Source: an optimization exercise on an open RTL-to-GDS flow (aim: small area, a short achievable clock period and few clock cycles). Production flows keep margins and buffers that such runs may drop. In this exercise RTL edits were held to simulation tests only and were not proved equivalent to the original. Power figures rest on the tool's default switching activity, not on a simulated workload.

==> flow/design.v <==
package dram_responder_pkg;
    localparam logic [7:0] HOST_CMD_LOAD = 8'h01;
    localparam logic [7:0] HOST_CMD_DUMP = 8'h02;
    typedef enum logic [2:0] {
        S_CMD,
        S_ADDR,
        S_LEN,
        S_LOAD,
        S_DUMP_RD,
        S_DUMP_TX
    } host_state_e;
    function automatic logic [8:0] len_to_cnt(input logic [7:0] len);
        len_to_cnt = (len == 8'd0) ? 9'd256 : {1'b0, len};
    endfunction
endpackage
module dram_responder_sp_sram (
    input  logic       clk,
    input  logic       rst,
    input  logic       we_i,
    input  logic [7:0] waddr_i,
    input  logic [7:0] wdata_i,
    input  logic [7:0] raddr_i,
    output logic [7:0] rdata_o
);
    logic [2047:0] mem_q;
    logic [255:0]  wen;
    logic [15:0] dec_lo, dec_hi;
    always_comb begin
        dec_lo = '0;
        dec_hi = '0;
        dec_lo[waddr_i[3:0]] = 1'b1;
        dec_hi[waddr_i[7:4]] = we_i;
    end
    for (genvar i = 0; i < 256; i++) begin : g_word
        assign wen[i] = dec_hi[i / 16] & dec_lo[i % 16];
        always_ff @(posedge clk) begin
            if (wen[i]) mem_q[i*8 +: 8] <= wdata_i;
        end
    end
    function automatic logic [7:0] mux4(input logic [31:0] d, input logic [1:0] s);
        case (s)
            2'd0: mux4 = d[7:0];
            2'd1: mux4 = d[15:8];
            2'd2: mux4 = d[23:16];
            default: mux4 = d[31:24];
        endcase
    endfunction
    function automatic logic [7:0] mux16(input logic [127:0] d, input logic [3:0] s);
        mux16 = mux4({mux4(d[127:96], s[1:0]), mux4(d[95:64], s[1:0]),
                      mux4(d[63:32], s[1:0]), mux4(d[31:0], s[1:0])}, s[3:2]);
    endfunction
    logic [127:0] cand_d, cand_q;
    logic [3:0]   sel_q;
    for (genvar j = 0; j < 16; j++) begin : g_blk
        assign cand_d[j*8 +: 8] = mux16(mem_q[j*128 +: 128], raddr_i[3:0]);
    end
    always_ff @(posedge clk or posedge rst) begin
        if (rst) begin
            cand_q[7:0] <= '0;
            sel_q       <= '0;
        end else begin
            cand_q[7:0] <= cand_d[7:0];
            sel_q       <= raddr_i[7:4];
        end
    end
    always_ff @(posedge clk) begin
        cand_q[127:8] <= cand_d[127:8];
    end
    assign rdata_o = mux16(cand_q, sel_q);
endmodule
module dram_responder (
    input  logic       clk,
    input  logic       rst,
    input  logic [7:0] dram_addr,
    input  logic [7:0] dram_din,
    input  logic       dram_write,
    output logic [7:0] dram_dout,
    input  logic       cpu_idle,
    output logic       host_busy,
    input  logic [7:0] host_in_data,
    input  logic       host_in_valid,
    output logic       host_in_ready,
    output logic [7:0] host_out_data,
    output logic       host_out_valid,
    input  logic       host_out_ready,
    output logic       cmd_err
);
    logic       busy_q, s_addr_q, s_len_q, s_load_q, s_dump_q;
    logic       rdy_q;       
    logic       dump_q;      
    logic       last_q;      
    logic [7:0] ptr_q;       
    logic [7:0] cnt_q;       
    logic       stall_q, err_q;
    logic in_ready, in_fire, out_fire, cmd_ok, is_dump, stall, fin;
    logic [7:0] cnt_dec;
    assign in_ready = busy_q ? rdy_q : cpu_idle;
    assign in_fire  = host_in_valid && in_ready;
    assign out_fire = s_dump_q && host_out_ready;
    assign is_dump  = (host_in_data == dram_responder_pkg::HOST_CMD_DUMP);
    assign cmd_ok   = (host_in_data == dram_responder_pkg::HOST_CMD_LOAD) || is_dump;
    assign stall    = !busy_q && host_in_valid && !cpu_idle;
    assign cnt_dec  = cnt_q - 8'd1;
    assign fin      = last_q && ((s_load_q && host_in_valid) || out_fire);
    always_ff @(posedge clk or posedge rst) begin
        if (rst) begin
            busy_q   <= 1'b0;
            s_addr_q <= 1'b0;
            s_len_q  <= 1'b0;
            s_load_q <= 1'b0;
            s_dump_q <= 1'b0;
            rdy_q    <= 1'b0;
            stall_q  <= 1'b0;
            err_q    <= 1'b0;
        end else begin
            stall_q <= stall;
            err_q   <= (!busy_q && in_fire && !cmd_ok) || (stall && !stall_q) || (busy_q && dram_write);
            if (!busy_q) begin
                if (in_fire && cmd_ok) begin
                    busy_q   <= 1'b1;
                    s_addr_q <= 1'b1;
                    rdy_q    <= 1'b1;
                end
            end else if (s_addr_q) begin
                if (host_in_valid) begin
                    s_addr_q <= 1'b0;
                    s_len_q  <= 1'b1;
                end
            end else if (s_len_q) begin
                if (host_in_valid) begin
                    s_len_q  <= 1'b0;
                    s_load_q <= !dump_q;
                    s_dump_q <= dump_q;
                    rdy_q    <= !dump_q;
                end
            end else if (fin) begin
                busy_q   <= 1'b0;
                s_load_q <= 1'b0;
                s_dump_q <= 1'b0;
                rdy_q    <= 1'b0;
            end
        end
    end
    always_ff @(posedge clk) begin
        if (!busy_q) begin
            dump_q <= is_dump;
        end
        if (s_addr_q && host_in_valid) begin
            ptr_q <= host_in_data;
        end else if ((s_load_q && host_in_valid) || out_fire) begin
            ptr_q <= ptr_q + 8'd1;
        end
        if (s_len_q && host_in_valid) begin
            cnt_q  <= host_in_data;
            last_q <= (host_in_data == 8'd1);
        end else if ((s_load_q && host_in_valid) || out_fire) begin
            cnt_q  <= cnt_dec;
            last_q <= (cnt_dec == 8'd1);
        end
    end
    logic       mem_we;
    logic [7:0] mem_waddr, mem_wdata, mem_raddr, mem_rdata;
    assign mem_we    = busy_q ? (s_load_q && host_in_valid) : dram_write;
    assign mem_waddr = busy_q ? ptr_q : dram_addr;
    assign mem_wdata = busy_q ? host_in_data : dram_din;
    assign mem_raddr = busy_q ? (out_fire ? ptr_q + 8'd1 : ptr_q) : dram_addr;
    dram_responder_sp_sram u_ram (
        .clk    (clk),
        .rst    (rst),
        .we_i   (mem_we),
        .waddr_i(mem_waddr),
        .wdata_i(mem_wdata),
        .raddr_i(mem_raddr),
        .rdata_o(mem_rdata)
    );
    assign dram_dout      = mem_rdata;
    assign host_out_data  = mem_rdata;
    assign host_out_valid = s_dump_q;
    assign host_in_ready  = in_ready;
    assign host_busy      = busy_q;
    assign cmd_err        = err_q;
endmodule
==> flow/run.sh <==
#!/bin/bash
# synth_recipe.tcl (not shown) runs the flow's synth.tcl, then flattens the netlist and writes it again
# the make line also repeats each setting of config.mk as NAME=value (left out here)
make -C /OpenROAD-flow-scripts/flow DESIGN_CONFIG=/design/flow/config.mk WORK_HOME=/design/flow/orfs CLKGATE_MAP_FILE= SYNTH_SCRIPT=/design/flow/synth_recipe.tcl finish
==> flow/constraint.sdc <==
create_clock -name core_clock -period 5.5 [get_ports {clk}]
set_input_delay 1.1000 -clock core_clock [delete_from_list [all_inputs] [get_ports {clk}]]
set_output_delay 1.1000 -clock core_clock [all_outputs]
set_load 0.01 [all_outputs]
==> flow/config.mk <==
export PLATFORM = sky130hd
export DESIGN_NAME = dram_responder
export DESIGN_NICKNAME = dram_responder
export VERILOG_FILES = /design/flow/design.v
export SDC_FILE = /design/flow/constraint.sdc
export NUM_CORES = 4
export LEC_CHECK = 0
export ABC_CLOCK_PERIOD_IN_PS = 3000
export CAP_MARGIN = 20
export CORE_MARGIN = 2
export CORE_UTILIZATION = 45
export PLACE_DENSITY = 0.6
export SETUP_SLACK_MARGIN = 2.5
export SLEW_MARGIN = 20
==> results of run 1 <==
## path summary, 6_finish.rpt
check,startpoint,to,slack [ns],cells past startpoint
worst min register to register,rdy_q,rdy_q,0.50,1
min in group asynchronous,rst,stall_q,0.80,2
worst max-delay path,u_ram.sel_q[0],host_out_data[5],1.33,5
worst max register to register,busy_q,u_ram.cand_q[113],2.49,10
max in group asynchronous,rst,u_ram.sel_q[0],3.97,2
worst min-delay path,rdy_q,rdy_q,0.50,1
## Yosys cell counts, types with 24 or more instances
cell type / n
nand3_1: 529
edfxtp_1: 2066
buf_2: 80
nor3_1: 130
nand2_1: 32
nand4_1: 132
dfxtp_1: 120
mux4_2: 544
buf_4: 24
a21oi_1: 28
buf_6: 43
nor2_1: 171
clkbuf_1: 140
## routing by layer
layer / routed length (um) / vias to the layer above / share of wire
met4: 8420 / 2 / 0.037
met2: 111000 / 1771 / 0.49
met1: 93100 / 23900 / 0.41
li1: - / 18400 / -
met5: 12 / - / 0.000052
met3: 16000 / 369 / 0.070
## cell type report
class / instances / area, sq um / share of cell area
timing repair buffer: 508 / 6740 / 0.0651
sequential: 2206 / 65000 / 0.627
tap: 2495 / 3120 / 0.0301
inverter: 8 / 30.0 / 0.000290
clock inverter: 92 / 905 / 0.00873
clock buffer: 322 / 6190 / 0.0598
antenna: 1 / 2.50 / 0.0000242
multi-input combinational: 1702 / 21600 / 0.209
## cells by family (layout without fill, tap and decap cells)
| family | Yosys count | in the layout | synth area share |
|---|---|---|---|
| other | 0 | 1 | 0 |
| flip-flops | 2206 | 2206 | 0.763 |
| adder cells (fa/ha/maj) | 5 | 5 | 0.000735 |
| buffers and inverters | 315 | 930 | 0.0199 |
| AND/OR/NAND/NOR | 1037 | 1038 | 0.0610 |
| multiplexers | 571 | 571 | 0.148 |
| XOR/XNOR | 24 | 24 | 0.00287 |
| AO/OA/AOI/OAI | 63 | 64 | 0.00475 |
## sequential cells by signal (all words and copies together), names as in the netlist
name	flops
s_len_q	1
s_load_q	1
stall_q	1
u_ram.mem_q	2048
rdy_q	1
s_dump_q	1
ptr_q	8
u_ram.cand_q	128
cnt_q	8
busy_q	1
dump_q	1
u_ram.sel_q	4
s_addr_q	1
last_q	1
err_q	1
## stage by stage
| stage | total power, mW | instances |
|---|---|---|
| floorplan | 21.8 | 4221 |
| global placement | 23.4 | 6576 |
| detailed placement | 23.4 | 6576 |
| CTS | 38.5 | 7253 |
| global route | 39.5 | 7334 |
| finish | 38.4 | 7334 |
## power groups by stage
stage                     Sequential, mW  Clock, mW  Combinational [mW]
after floorplan                     19.3          0                2.57
after global routing                19.1       15.6                4.86
after global placement              19.4          0                3.95
final                               19.1       14.7                4.65
after detailed placement            19.4          0                3.98
after CTS                           19.1       14.9                4.51
## critical path: stages (launching register included)
cell,delay [ns]
dfrtp_4,0.57
buf_12,0.16
buf_12,0.13
mux4_2,0.53
mux4_2,0.64
buf_6,0.17
## repair_timing
action,4_1_cts,5_1_grt
endpoints found under the setup margin,2391,1360
gates resized for setup,268,48
gates cloned,23,9
pin swaps,137,37
setup buffers,240,71
==> results.json, run 1 <==
{
  "outcome": "no timing/DRC/antenna violations",
  "synth_edf_count": 2066,
  "core_sq_um": 188000,
  "mappedNetlistNets": 4256,
  "die-width_um": 439,
  "layout_common_cells": "edfxtp_1 (2066), mux4_2 (544), nand3_1 (519)",
  "synth_seq_cells": 2206,
  "timing.setup.tns_ns": 0,
  "drcViolationCount": 0,
  "io_pins": 50,
  "die_height_um": 439,
  "wire_length_of_the_first_global_routing_pass_um": 324000,
  "grt_max_degree": 129,
  "dp_slack_ns": 0.868,
  "slew-limit-headroom": 0.245,
  "layout.cells.most_common": "edfxtp_1",
  "clock_skew_ns": 0.0348,
  "design.die.area_sq_um": 193000,
  "synthesis.area_sq_um": 85100,
  "fraction_of_the_yosys_area_taken_by_sequential_cells": 0.763,
  "finalWorstSetupSlack_ns": 1.33,
  "netSwitchingFraction": 0.244,
  "layout-drive-gt1-share": 0.349,
  "worstSetupEndpointType": "primary output",
  "fin_worst_hold_slack_ns": 0.499,
  "insertion_delay_ns": 0.85,
  "cp_max_fo": 6,
  "port_buffers": 49,
  "power_density_nw_per_um2": 371,
  "most_area_hungry_cell_type_in_the_yosys_netlist": "edfxtp_1",
  "postLayoutCellArea_sq_um": 104000,
  "globalRouteMet1Util": 0.330,
  "leakagePower_nw": 33.7,
  "grt_usage": 0.235,
  "worst_vdd_ir_uv": 327,
  "clock.fmax_mhz": 240,
  "initial_core_util": 0.453,
  "layout_worst_path_cycle_share": 0.757,
  "setup_repair_after_global_routing_missed_its_margin": "yes",
  "netSwitchingPower_mw": 9.38,
  "post-route-util": 0.552,
  "setup.worst_path.class": "reg2out",
  "firstDrtPassIters": 7,
  "dp.final_hpwl_um": 124000,
  "grt_use_met3": 0.0400,
  "drt.antenna.violating_nets": 0,
  "max-clock-path-buffers": 3,
  "grt_remaining_overflow": 0,
  "worst-endpoint-arrival_ns": 3.07,
  "num-fill-cells": 14200,
  "worst_pin_slew_ns": 1.13,
  "cts_tree": "done",
  "yosysTopAreaCellShare": 0.729,
  "yosys_warnings": 2,
  "cts.clk_slew.worst_paths_ns": 0.06,
  "clock_root_buffer": "clkbuf_16",
  "finalSetupViolations": 0,
  "synthToLayoutAreaGrowth_pct": 21.7,
  "worstHoldPathType": "reg2reg",
  "combinational_power_share": 0.121,
  "wirelength_um": 229000,
  "wl_per_instance_um": 31.2,
  "timing.critical_path.from_type": "flop",
  "postSynth.asyncResetShare": 0.00907,
  "hold_violations": 0,
  "power_frac_clock": 0.383,
  "period_needed_ns": 4.17,
  "grt_antenna_before_repair": 6,
  "numCtsBuffers": 219,
  "rows": 159,
  "ys_top_cells_by_area": "edfxtp_1 (73%), mux4_2 (14%), nand3_1 (3.1%)",
  "maxCapViolCount": 0,
  "drt_iter0_markers": 5227,
  "nets": 4680,
  "postPlaceCellArea_sq_um": 90900,
  "route.detailed.vias_per_inst": 6.07,
  "holdBufCountCts": 0,
  "netlist-cell-type-count": 59,
  "final_max_slew_viol_count": 0,
  "cts.htree.levels": 4,
  "syn_inst": 4221,
  "vias": 44500,
  "vias_in_the_first_global_route": 44400,
  "top_usage_layer": "met2",
  "sequentialPowerShare": 0.496,
  "clock_sinks": 2206,
  "worst_ep_required_ns": 4.40,
  "grt.met2_usage": 0.375,
  "avgSynthCellArea_sq_um": 20.2,
  "most_used_flip_flop_cell_after_synthesis": "edfxtp_1",
  "place.gp.congestion": 0.810,
  "internal-power_mw": 29.0
}
Testbench counts, summed over its fixed seeds: cycles 22,524.
==> inputs of run 2 (changes only) <==
--- a/flow/config.mk
+++ b/flow/config.mk
@@ -6,9 +6,7 @@
 export NUM_CORES = 4
 export LEC_CHECK = 0
-export ABC_CLOCK_PERIOD_IN_PS = 3000
 export CAP_MARGIN = 20
 export CORE_MARGIN = 2
 export CORE_UTILIZATION = 45
 export PLACE_DENSITY = 0.6
-export SETUP_SLACK_MARGIN = 2.5
 export SLEW_MARGIN = 20
==> run 2 against run 1 <==
Against the previous run: worst hold slack improved by 0.0074 ns; die area unchanged; largest power group unchanged; clock skew increased by 0.0059 ns; wire length decreased by 5.7%.
==> results.json, run 2 <==
{
  "final_max_slew_viol_count": 0,
  "cts.htree.levels": 4,
  "period_needed_ns": 4.69,
  "largest_reg_flops": 2048,
  "post-cts-setup-buffer-count": 0,
  "grt_max_degree": 131,
  "min_from": "rdy_q",
  "postLayoutCellArea_sq_um": 97100,
  "maxCapViolCount": 0,
  "postPlaceCellArea_sq_um": 90000,
  "num-fill-cells": 14800,
  "layout-drive-gt1-share": 0.257,
  "total_area_of_multi_input_combinational_cells_sq_um": 18700,
  "clock.fmax_mhz": 213,
  "netlist-cell-type-count": 59,
  "crit_path_cell_trace": "buf_12 > nor2b_1 > nand2_1 > o211ai_1 > a21oi_1 > o21ai_0 > buf_4 > clkdlybuf4s50_1",
  "most_area_hungry_cell_type_in_the_yosys_netlist": "edfxtp_1",
  "finalSetupViolations": 0,
  "power_density_nw_per_um2": 386,
  "initial_core_util": 0.453,
  "cts_tree": "done",
  "hold_path_depth": 1,
  "mappedNetlistNets": 4256,
  "yosysMostFrequentCell": "edfxtp_1",
  "synth_edf_count": 2066,
  "firstDrtPassIters": 5,
  "setup.worst_path.class": "reg2out",
  "clock_sinks": 2206,
  "cts.clk_slew.worst_paths_ns": 0.06,
  "ys_top_cells_by_count": "edfxtp_1 (2066), mux4_2 (544), nand3_1 (529), nor2_1 (171), clkbuf_1 (140)",
  "grt_usage": 0.224,
  "layout_worst_path_cycle_share": 0.853,
  "worst_setup_slack_for_register_to_register_paths_ns": 1.20,
  "avgSynthCellArea_sq_um": 20.2,
  "timing.critical_path.from_type": "flop",
  "largest_registers": "u_ram.mem_q: 2048 flops, u_ram.cand_q: 128 flops",
  "nets": 4511,
  "worst_vdd_ir_uv": 268,
  "regArea_sq_um": 64900,
  "layout_common_cells": "edfxtp_1 (2066), mux4_2 (544), nand3_1 (524)",
  "leakagePower_nw": 30.5,
  "most_used_flip_flop_cell_after_synthesis": "edfxtp_1",
  "die_height_um": 439,
  "registers.top_by_ff_count": "u_ram.mem_q",
  "outcome": "no timing/DRC/antenna violations",
  "layout.cells.most_common": "edfxtp_1",
  "synthToLayoutAreaGrowth_pct": 14.1,
  "clock_root_buffer": "clkbuf_16",
  "worstHoldPathType": "reg2reg",
  "drcViolationCount": 0,
  "die-width_um": 439,
  "synthesis.area_sq_um": 85100,
  "place.gp.congestion": 0.809,
  "wire_length_of_the_first_global_routing_pass_um": 314000,
  "cts_repair_resize_count": 0,
  "setup_repair_after_global_routing_missed_its_margin": "no",
  "worst_path_max_stage_delay_ns": 0.61,
  "numCtsBuffers": 218,
  "postSynth.asyncResetShare": 0.00907,
  "max-clock-path-buffers": 3,
  "wl_per_instance_um": 30.1,
  "yosysTopAreaCellShare": 0.729,
  "synth_seq_cells": 2206,
  "crit-reg2reg-capture": "u_ram.mem_q[793]",
  "yosys_warnings": 2,
  "worst-endpoint-arrival_ns": 3.59,
  "reg2reg_from": "busy_q",
  "worstSetupEndpointType": "primary output",
  "design.die.area_sq_um": 193000,
  "ys_top_cells_by_area": "edfxtp_1 (73%), mux4_2 (14%), nand3_1 (3.1%)",
  "dp.final_hpwl_um": 128000,
  "port_buffers": 49,
  "worst_pin_slew_ns": 1.08,
  "grt_antenna_before_repair": 8,
  "worst_ep_required_ns": 4.40,
  "insertion_delay_ns": 0.85,
  "clock_skew_ns": 0.0408,
  "timing.setup.tns_ns": 0,
  "vias": 43100,
  "hold_violations": 0,
  "route.detailed.vias_per_inst": 6.02,
  "r2r_worst_path_depth": 6,
  "fraction_of_the_yosys_area_taken_by_sequential_cells": 0.763,
  "rows": 159,
  "hold_path_end": "rdy_q",
  "wirelength_um": 215000,
  "drt_iter0_markers": 4915,
  "cpMaxStageDelayCell": "nor2b_1",
  "syn_inst": 4221,
  "vias_in_the_first_global_route": 43500,
  "holdBufCountCts": 0,
  "cp_max_fo": 39,
  "slew-limit-headroom": 0.277,
  "io_pins": 50,
  "core_sq_um": 188000,
  "grt_remaining_overflow": 0,
  "drt.antenna.violating_nets": 0
}
run 2: cell count changes in the layout (fill, tap and decap cells not counted), sizes merged, moves of 16 or more:
cell	previous run	this run
clkdlybuf4s50	26	49
buf	450	293
clkinv	68	97
bufbuf	16	0
clkbuf	331	279
run 2: stage by stage:
stage	std cells	hold slack (ns)	total power, mW	util	worst slack [ns]
6_report	7160	0.506	37.5	0.517	0.810
5_1_grt	7158	0.540	38.6	0.517	0.682
2_1_floorplan	4221	0.453	21.6	-	1.55
4_1_cts	7156	0.510	37.8	0.517	0.711
3_3_place_gp	6750	0.496	23.2	0.479	0.529
3_5_place_dp	6750	0.498	23.2	0.479	0.578
run 2: worst max-delay path by stage:
stage | start | to | slack [ns] | depth (start not counted)
floorplan | busy_q | u_ram.mem_q[192] | 1.55 | 13
global placement | dram_addr[0] | u_ram.mem_q[1729] | 0.53 | 9
detailed placement | dram_addr[0] | u_ram.mem_q[1732] | 0.58 | 9
CTS | u_ram.sel_q[0] | dram_dout[7] | 0.71 | 8
global route | u_ram.sel_q[0] | host_out_data[7] | 0.68 | 8
finish | u_ram.sel_q[0] | dram_dout[7] | 0.81 | 8
run 2: area by class of cell:
| cell class | count | share of cell area |
|---|---|---|
| clock inverters | 127 | 0.0125 |
| well taps | 2495 | 0.0321 |
| flip-flops and latches | 2206 | 0.669 |
| inverters | 8 | 0.000309 |
| clock buffers | 279 | 0.0603 |
| diodes | 3 | 0.0000773 |
| repair buffers | 342 | 0.0337 |
| multi-input cells | 1700 | 0.192 |
run 2: critical path: cells and delay by family, from the launching register on:
kind                   cells  cell delay [ns]
buffers and inverters      3             0.98
AND/OR/NAND/NOR            2             0.72
flip-flops                 1             0.41
AO/OA/AOI/OAI              3             0.64
run 2: cell families after synthesis:
family	synth area share
multiplexers	0.148
AND/OR/NAND/NOR	0.0610
AO/OA/AOI/OAI	0.00475
adder cells (fa/ha/maj)	0.000735
buffers and inverters	0.0199
XOR/XNOR	0.00287
flip-flops	0.763
run 2: per-layer routing:
layer | vias up | wire length [um] | global-route usage
li1 | 18000 | - | -
met1 | 23000 | 88700 | 0.316
met2 | 1800 | 105000 | 0.360
met3 | 316 | 15500 | 0.0389
met4 | 4 | 6250 | 0.0688
met5 | - | 27 | 0
run 2: report_power, final:
part | switching, mW | internal [mW]
Clock | 6.31 | 8.37
Sequential | 0.211 | 18.8
Combinational | 2.42 | 1.38
==> inputs of run 3 (changes only) <==
--- a/flow/config.mk
+++ b/flow/config.mk
@@ -6,7 +6,9 @@
 export NUM_CORES = 4
 export LEC_CHECK = 0
+export ABC_CLOCK_PERIOD_IN_PS = 3000
 export CAP_MARGIN = 20
 export CORE_MARGIN = 2
-export CORE_UTILIZATION = 45
-export PLACE_DENSITY = 0.6
+export CORE_UTILIZATION = 65
+export PLACE_DENSITY = 0.72
+export SETUP_SLACK_MARGIN = 2.5
 export SLEW_MARGIN = 20
==> run 3 against run 2 <==
Against the previous run: still clean on timing, DRC and antenna; highest routed layer unchanged; sequential share of layout area is 3.6 points lower; total power up 1.8%; design area is 5.7% higher; largest power group unchanged; first-iteration DRC count is 44% higher; sequential cell count did not move; setup slack gained 0.54 ns; fmax up 13%.
==> results.json, run 3 <==
{
  "cts.clk_slew.worst_paths_ns": 0.07,
  "synth_edf_count": 2066,
  "synthToLayoutAreaGrowth_pct": 20.6,
  "yosys_warnings": 2,
  "die_height_um": 366,
  "avgSynthCellArea_sq_um": 20.2,
  "fraction_of_the_yosys_area_taken_by_sequential_cells": 0.763,
  "port_buffers": 49,
  "worst-endpoint-arrival_ns": 3.05,
  "setup.worst_path.class": "reg2out",
  "postSynth.asyncResetShare": 0.00907,
  "netlist-cell-type-count": 59,
  "max-clock-path-buffers": 3,
  "cts_tree": "done",
  "dp_slack_ns": 0.764,
  "ys_top_cells_by_count": "edfxtp_1 (2066), mux4_2 (544), nand3_1 (529), nor2_1 (171), clkbuf_1 (140)",
  "synth_top_family_by_area": "multiplexers",
  "design.die.area_sq_um": 134000,
  "cpMaxStageDelayCell": "o211ai_1",
  "synth_seq_cells": 2206,
  "grt_usage": 0.331,
  "holdBufCountCts": 0,
  "dp.final_hpwl_um": 117000,
  "worstHoldPathType": "reg2reg",
  "core_sq_um": 130000,
  "clock_sinks": 2206,
  "place.gp.congestion": 0.838,
  "largest_registers": "u_ram.mem_q: 2048 flops, u_ram.cand_q: 128 flops",
  "crit_path_cell_trace": "buf_12 > buf_12 > buf_4 > mux2i_2 > o211ai_1 > a21oi_2 > o21ai_1 > buf_4 > buf_6",
  "insertion_delay_ns": 0.83,
  "worst_path_max_stage_delay_ns": 0.47,
  "registers.top_by_ff_count": "u_ram.mem_q",
  "num-fill-cells": 6295,
  "initial_core_util": 0.656,
  "synthAdderAreaFrac": 0.000735,
  "most_area_hungry_cell_type_in_the_yosys_netlist": "edfxtp_1",
  "route.detailed.vias_per_inst": 7.00,
  "wire_length_of_the_first_global_routing_pass_um": 317000,
  "vias_in_the_first_global_route": 44700,
  "clock_skew_ns": 0.0296,
  "finalSetupViolations": 0,
  "cp_max_fo": 7,
  "layout_common_cells": "edfxtp_1 (2066), mux4_2 (544), nand3_1 (520)",
  "numCtsBuffers": 207,
  "finalWorstSetupSlack_ns": 1.35,
  "synth_compound_gate_area_share": 0.00475,
  "mappedNetlistNets": 4256,
  "cts.htree.levels": 4,
  "largest_reg_flops": 2048,
  "wl_per_instance_um": 34.2,
  "worst_ep_required_ns": 4.40,
  "grt_max_degree": 144,
  "final_max_slew_viol_count": 0,
  "layout.cells.most_common": "edfxtp_1",
  "synth_simple_gate_area_frac": 0.0610,
  "worst_pin_slew_ns": 1.17,
  "timing.setup.tns_ns": 0,
  "synthMuxAreaShare": 0.148,
  "syn_inst": 4221,
  "die-width_um": 366,
  "vias": 46100,
  "power_density_nw_per_um2": 372,
  "io_pins": 50,
  "layout_worst_path_cycle_share": 0.754,
  "most_used_flip_flop_cell_after_synthesis": "edfxtp_1",
  "timing.critical_path.from_type": "flop",
  "outcome": "no timing/DRC/antenna violations",
  "yosysMostFrequentCell": "edfxtp_1",
  "layout-drive-gt1-share": 0.354,
  "clock.fmax_mhz": 241,
  "synthXorXnorAreaFrac": 0.00287,
  "worst_vdd_ir_uv": 289,
  "grt_antenna_before_repair": 14,
  "drt.antenna.violating_nets": 0,
  "worstSetupEndpointType": "primary output",
  "regArea_sq_um": 65000,
  "maxCapViolCount": 0,
  "period_needed_ns": 4.15,
  "nets": 4694,
  "ys_top_cells_by_area": "edfxtp_1 (73%), mux4_2 (14%), nand3_1 (3.1%)",
  "synthesis.area_sq_um": 85100,
  "setup_repair_after_global_routing_missed_its_margin": "yes",
  "drcViolationCount": 0,
  "leakagePower_nw": 33.6,
  "power_mw": 38.2,
  "grt_remaining_overflow": 0,
  "firstDrtPassIters": 8,
  "wirelength_um": 225000,
  "rows": 132,
  "slew-limit-headroom": 0.223,
  "drt_iter0_markers": 7090,
  "clock_root_buffer": "clkbuf_16",
  "total_area_of_multi_input_combinational_cells_sq_um": 21700,
  "yosysTopAreaCellShare": 0.729,
  "hold_violations": 0
}
==> run 3: layout make-up <==
cell class / count / share of cell area
Clock inverter: 99 / 0.0102
Clock buffer: 291 / 0.0569
Sequential cell: 2206 / 0.633
Tap cell: 1742 / 0.0212
Timing Repair Buffer: 532 / 0.0669
Antenna cell: 5 / 0.000122
Inverter: 8 / 0.000293
Multi-Input combinational cell: 1704 / 0.211
==> run 3: routing by layer <==
layer	GRT usage	share of wire
met1	0.483	0.37
met2	0.514	0.49
met3	0.0638	0.11
met4	0.116	0.037
met5	0	0.00024
==> run 3: metrics by stage <==
step | instances | hold slack, ns | cell area [sq um] | util
after floorplan | 4221 | 0.453 | 87700 | -
after detailed placement | 5820 | 0.487 | 90000 | 0.694
after CTS | 6454 | 0.500 | 101000 | 0.777
final | 6587 | 0.496 | 103000 | 0.792
after global placement | 5820 | 0.479 | 90000 | 0.694
after global routing | 6582 | 0.508 | 103000 | 0.792
==> run 3: power by group <==
part           switching (mW)  total, mW  internal [mW]
clock network            6.09       14.5           8.37
logic                    2.86       4.65           1.79
registers               0.240       19.1           18.8
==> run 3: logic make-up after synthesis <==
| family | Yosys count |
|---|---|
| DFF | 2206 |
| buffers and inverters | 315 |
| muxes | 571 |
| xor gates and xnor gates | 24 |
| and+or+nand+nor | 1037 |
| AOI/OAI and AO/OA | 63 |
| adders and majority gates | 5 |
==> run 3: worst max-delay path, delay by kind of cell (launching register included) <==
family	cells	cell delay, ns
compound gates	3	0.86
flops	1	0.43
mux	1	0.15
buf+inv	5	0.75
==> run 3: path summary, 6_finish.rpt <==
kind	start	slack (ns)	cells after the start	end
worst min register to register	rdy_q	0.50	1	rdy_q
worst max-delay path	u_ram.sel_q[0]	1.35	9	host_out_data[7]
worst max register to register	ptr_q[0]	2.36	11	u_ram.cand_q[40]
worst min-delay path	rdy_q	0.50	1	rdy_q
min in group asynchronous	rst	0.71	2	u_ram.sel_q[1]
max in group asynchronous	rst	4.23	2	busy_q
==> run 3: timing repair <==
action	4_1_cts	5_1_grt
resized for setup	257	61
gates cloned	15	13
pin swaps	124	65
setup buffers	229	114
endpoints found under the setup margin	2524	1629

[what the ideal ports hide]
In the flow no input, the clock included, has a driving cell. The finished layouts below were timed again as built, in two steps. Step 1 sets driving cells, clkbuf_16 on the clock port and buf_2 on the other inputs (assumed; they add their load-dependent delay and slew). Step 2, shift: input delay + t, output delay - t, t = (earliest + latest rising clock arrival at the registers) / 2. This alone moves slack from input paths to output paths. Three values: no drivers, after step 1, after step 2; two values: the first two.
run | t, ns | setup WS [ns] | worst hold slack (ns) | cell pins on the clock port's net
run 1 | 0.923 | 1.334 / 1.250 / 1.666 | 0.499 / 0.499 / 0.499 | 1
run 2 | 0.929 | 0.810 / 0.713 / 0.513 | 0.506 / 0.506 / 0.506 | 1
run 3 | 0.905 | 1.352 / 1.266 / 1.601 | 0.496 / 0.496 / 0.496 | 1
After both steps every run listed still meets setup and hold. The setup slack of run 2, which loses most, moves by -0.097 ns with the drivers and by -0.297 ns with both steps.
